Source: an optimization exercise on an open RTL-to-GDS flow (aim: small area and a short achievable clock period). Production flows keep margins and buffers that such runs may drop. Function was checked by simulation only, so behaviour that the tests miss may differ from the original. No activity file was given, so power comes from the tool's default toggle rates.

==> flow/design.v (excerpt) <==
module biq_top (
    input  logic                 clk,
    input  logic                 rst_clk,
    input  logic                 global_flush,
    input  logic                 dispatch_stall,
    input  logic                 in_vld,
    input  biq_pkg::pipe_t       in_pipe,
    input  biq_pkg::iid_t        in_iid,
    input  biq_pkg::opcode_t     in_opcode,
    input  biq_pkg::funct7_t     in_funct7,
    input  biq_pkg::funct3_t     in_funct3,
    input  biq_pkg::xlen_t       in_pc,
    input  logic                 in_psrc1_vld,
    input  logic                 in_psrc1_ready,
    input  biq_pkg::preg_t       in_psrc1,
    input  logic                 in_psrc2_vld,
    input  logic                 in_psrc2_ready,
    input  biq_pkg::preg_t       in_psrc2,
    input  logic                 in_pdst_vld,
    input  biq_pkg::preg_t       in_pdst,
    input  logic                 in_imm_vld,
    input  biq_pkg::xlen_t       in_imm,
    input  biq_pkg::wake_vld_t   wake_vld,
    input  biq_pkg::wake_preg_t  wake_preg,
    output logic                 biq_stall,
    output logic                 biq_vld,
    output biq_pkg::iid_t        biq_iid,
    output biq_pkg::opcode_t     biq_opcode,
    output biq_pkg::funct7_t     biq_funct7,
    output biq_pkg::funct3_t     biq_funct3,
    output biq_pkg::xlen_t       biq_pc,
    output logic                 biq_psrc1_vld,
    output biq_pkg::preg_t       biq_psrc1,
    output logic                 biq_psrc2_vld,
    output biq_pkg::preg_t       biq_psrc2,
    output logic                 biq_pdst_vld,
    output biq_pkg::preg_t       biq_pdst,
    output logic                 biq_imm_vld,
    output biq_pkg::xlen_t       biq_imm
);
==> flow/config.mk <==
export PLATFORM = sky130hd
export DESIGN_NAME = biq_top
export DESIGN_NICKNAME = biq_top
export VERILOG_FILES = /design/flow/design.v
export SDC_FILE = /design/flow/constraint.sdc
export NUM_CORES = 4
export LEC_CHECK = 0
export CAP_MARGIN = 20
export CORE_MARGIN = 2
export CORE_UTILIZATION = 60
export SETUP_SLACK_MARGIN = 2.0
export SLEW_MARGIN = 20
==> flow/constraint.sdc <==
create_clock -name core_clock -period 4.0 [get_ports {clk}]
set_input_delay 0.8000 -clock core_clock [delete_from_list [all_inputs] [get_ports {clk}]]
set_output_delay 0.8000 -clock core_clock [all_outputs]
set_load 0.01 [all_outputs]
standard.sh (not shown) runs the stock make flow with config.mk's settings and CLKGATE_MAP_FILE= SYNTH_SCRIPT=/design/flow/synth_recipe.tcl, a recipe that flattens the netlist after the stock synthesis.
==> flow/flow/run.sh <==
#!/bin/bash
set -euo pipefail
export BUFFER_PORTS_ARGS="-buffer_cell sky130_fd_sc_hd__buf_1"
export POST_GLOBAL_PLACE_TCL="$PWD/flow/port_bufs.tcl"
export CTS_ARGS="-sink_clustering_enable -repair_clock_nets -dont_use_dummy_load -buf_list sky130_fd_sc_hd__clkbuf_8"
bash standard.sh finish > flow_standard.log 2>&1
==> flow/flow/port_bufs.tcl <==
# Input port buffers that drive many loads get a stronger buffer.
set n 0
set block [ord::get_db_block]
foreach bterm [$block getBTerms] {
  if { [$bterm getIoType] != "INPUT" } { continue }
  set net [$bterm getNet]
  if { $net == "NULL" } { continue }
  foreach iterm [$net getITerms] {
    set inst [$iterm getInst]
    if { [[$inst getMaster] getName] != "sky130_fd_sc_hd__buf_1" } { continue }
    set onet [[$inst findITerm X] getNet]
    if { $onet == "NULL" } { continue }
    set fo [expr { [llength [$onet getITerms]] - 1 }]
    if { $fo >= 8 } {
      replace_cell [get_cells [$inst getName]] sky130_fd_sc_hd__buf_4
      incr n
    }
  }
}
puts "port_bufs: resized $n input port buffers"
The first run produced a clean layout.
Rerun with:
--- a/flow/flow/run.sh
+++ b/flow/flow/run.sh
@@ -5 +5 @@
-export CTS_ARGS="-sink_clustering_enable -repair_clock_nets -dont_use_dummy_load -buf_list sky130_fd_sc_hd__clkbuf_8"
+export CTS_ARGS="-sink_clustering_enable -repair_clock_nets -dont_use_dummy_load -sink_clustering_size 26 -sink_clustering_max_diameter 90"
Effect: The changed run went through all stages and came out clean. Final area decreases by about 4%. Total power decreases by about 10%. Worst setup slack gets better by 0.046 ns. Core utilization falls by 2.8 points. Clock power drops by about 25%. Via count is lower by about 2.8%. Synthesized cell count stays the same.

## try-xenon
biq_top, a different RTL version from the one above (not shown whole).
Size: about 710 flip-flops, ~390 I/O pins, ~0.027 mm^2 of cells after synthesis.
export LEC_CHECK = 0
export CAP_MARGIN = 20
export CORE_MARGIN = 2
export CORE_UTILIZATION = 55
export SETUP_SLACK_MARGIN = 2.4
export SLEW_MARGIN = 20
create_clock -name core_clock -period 4.0 [get_ports {clk}]
==> flow/flow/run.sh <==
#!/bin/bash
set -euo pipefail
export BUFFER_PORTS_ARGS="-buffer_cell sky130_fd_sc_hd__buf_2"
bash standard.sh finish > flow_standard.log 2>&1
Setup changes, try-xenon to try-ember
Settings: CORE_UTILIZATION: 55 -> 40; SETUP_SLACK_MARGIN: 2.4 -> 2.0.
==> flow/flow/run.sh <==
#!/bin/bash
set -euo pipefail
export BUFFER_PORTS_ARGS="-buffer_cell sky130_fd_sc_hd__buf_2"
export CTS_ARGS="-sink_clustering_enable -repair_clock_nets -dont_use_dummy_load"
bash standard.sh finish > flow_standard.log 2>&1
- Row portion of total power attributed to the clock network: try-ember lower / try-xenon higher
- The lower quantity of gates resized following cts came out of try-ember.
- Higher routing usage on met2 among try-xenon and try-ember: try-xenon
- Changes observed in try-ember relative to try-xenon: worst-margin pin slew rose by 0.33 ns; internal power of the cells fell by about 9%; total of fill cells in the finished design rose by 3,008; part of the power in combinational logic fell by 3.0 points.
- Compared with try-xenon, try-ember shows a lower global-route usage over all layers.
- Looking only at placed wire-length estimate after detailed placement, and setting everything else aside, the higher value of try-xenon and try-ember goes to try-ember.
- try-ember vs try-xenon, worst setup path startpoint: g_buf[0].u_entry.pay[77] vs u_ctrl.vld_q
Relative to try-ember, the following input files were edited for try-garnet:
Settings: changing CORE_UTILIZATION from 40 to 60.
==> flow/flow/run.sh <==
#!/bin/bash
set -euo pipefail
export BUFFER_PORTS_ARGS="-buffer_cell sky130_fd_sc_hd__buf_1"
export POST_GLOBAL_PLACE_TCL="$PWD/flow/port_bufs.tcl"
export CTS_ARGS="-sink_clustering_enable -repair_clock_nets -dont_use_dummy_load"
bash standard.sh finish > flow_standard.log 2>&1
==> flow/flow/port_bufs.tcl (new file) <==
# Input port buffers that drive many loads get a stronger buffer.
set n 0
set block [ord::get_db_block]
foreach bterm [$block getBTerms] {
  if { [$bterm getIoType] != "INPUT" } { continue }
  set net [$bterm getNet]
  if { $net == "NULL" } { continue }
  foreach iterm [$net getITerms] {
    set inst [$iterm getInst]
    if { [[$inst getMaster] getName] != "sky130_fd_sc_hd__buf_1" } { continue }
    set onet [[$inst findITerm X] getNet]
    if { $onet == "NULL" } { continue }
    set fo [expr { [llength [$onet getITerms]] - 1 }]
    if { $fo >= 8 } {
      replace_cell [get_cells [$inst getName]] sky130_fd_sc_hd__buf_4
      incr n
    }
  }
}
puts "port_bufs: resized $n input port buffers"
--- outcome ---
input port to flop as the critical setup path kind was reported by try-garnet, and flop to flop by try-ember.
Of try-garnet and try-ember, it is try-garnet that has the higher core utilization.
Changes observed in try-garnet relative to try-ember: post-route clock skew lost 0.013 ns, worst hold slack moved down.
try-garnet reached the final stage; the timing, design-rule and antenna checks on its layout passed.
Every stage of the flow completed for try-ember, and the final layout passed the timing, design-rule and antenna checks.
| overall routed net length | try-garnet vs try-ember | 8.2 mm lower |
Going from try-ember to try-garnet, overall fraction of global-route tracks in use grows by 7.9 points.
Diff try-ember -> try-garnet: total stage count of the critical path now larger, final setup slack of the worst path now smaller.
Standard cell with the maximum stage delay on the critical path = sky130_fd_sc_hd__nor4_1: try-ember; standard cell with the maximum stage delay on the critical path = sky130_fd_sc_hd__a41o_1: try-garnet
Here is what was changed in the inputs of try-maple compared with try-garnet.
Settings: CTS_BUF_LIST: unset -> sky130_fd_sc_hd__clkbuf_4 sky130_fd_sc_hd__clkbuf_8 sky130_fd_sc_hd__clkbuf_16; CORE_UTILIZATION: 60 -> 40.
==> flow/flow/run.sh <==
#!/bin/bash
set -euo pipefail
export BUFFER_PORTS_ARGS="-buffer_cell sky130_fd_sc_hd__buf_2"
export CTS_ARGS="-sink_clustering_enable -repair_clock_nets -dont_use_dummy_load"
bash standard.sh finish > flow_standard.log 2>&1
removed: flow/flow/port_bufs.tcl
### Flow results
- Compared with try-garnet, final-layout clock buffer total in try-maple increased by a little under 10%.
- try-maple reports its startpoint of the worst setup timing path as g_buf[0].u_entry.pay[77] while try-garnet reports wake_preg[11].
- Delta (try-maple minus try-garnet): first-pass GRT wire length increased about 11%; top fanout value on the critical path decreased 2; met3 global-route usage decreased 3.8 points.

static timing again, ports no longer ideal:
In the flow no input, the clock included, has a driving cell. The finished layouts below were timed again as built, in two steps. Step 1 assumes that a clkbuf_16 drives the clock port and a buf_2 every other input. Step 2 moves the port delays by t, midway between the first and last clock arrival at a register: inputs arrive t later, outputs are due t later. That takes back most of the time a late clock gives input paths. a / b / c = no drivers / after step 1 / after step 2; a / b = the first two.
run	shift t [ns]	setup slack, ns	cell pins on the clock port's net
the first run of note 1	0.715	1.952 / 1.893 / 1.312	1
the second run of note 1	0.613	1.997 / 1.946 / 1.420	1
try-xenon	0.669	1.911 / 1.850 / 1.393	1
try-ember	0.648	1.930 / 1.930 / 1.320	1
try-garnet	0.636	1.826 / 1.863 / 1.229	1
try-maple	0.648	1.930 / 1.930 / 1.320	1
After both steps setup and hold are still met in every run listed. The setup slack of the first run of note 1, which loses most, moves by -0.059 ns with the drivers and by -0.640 ns with both steps.
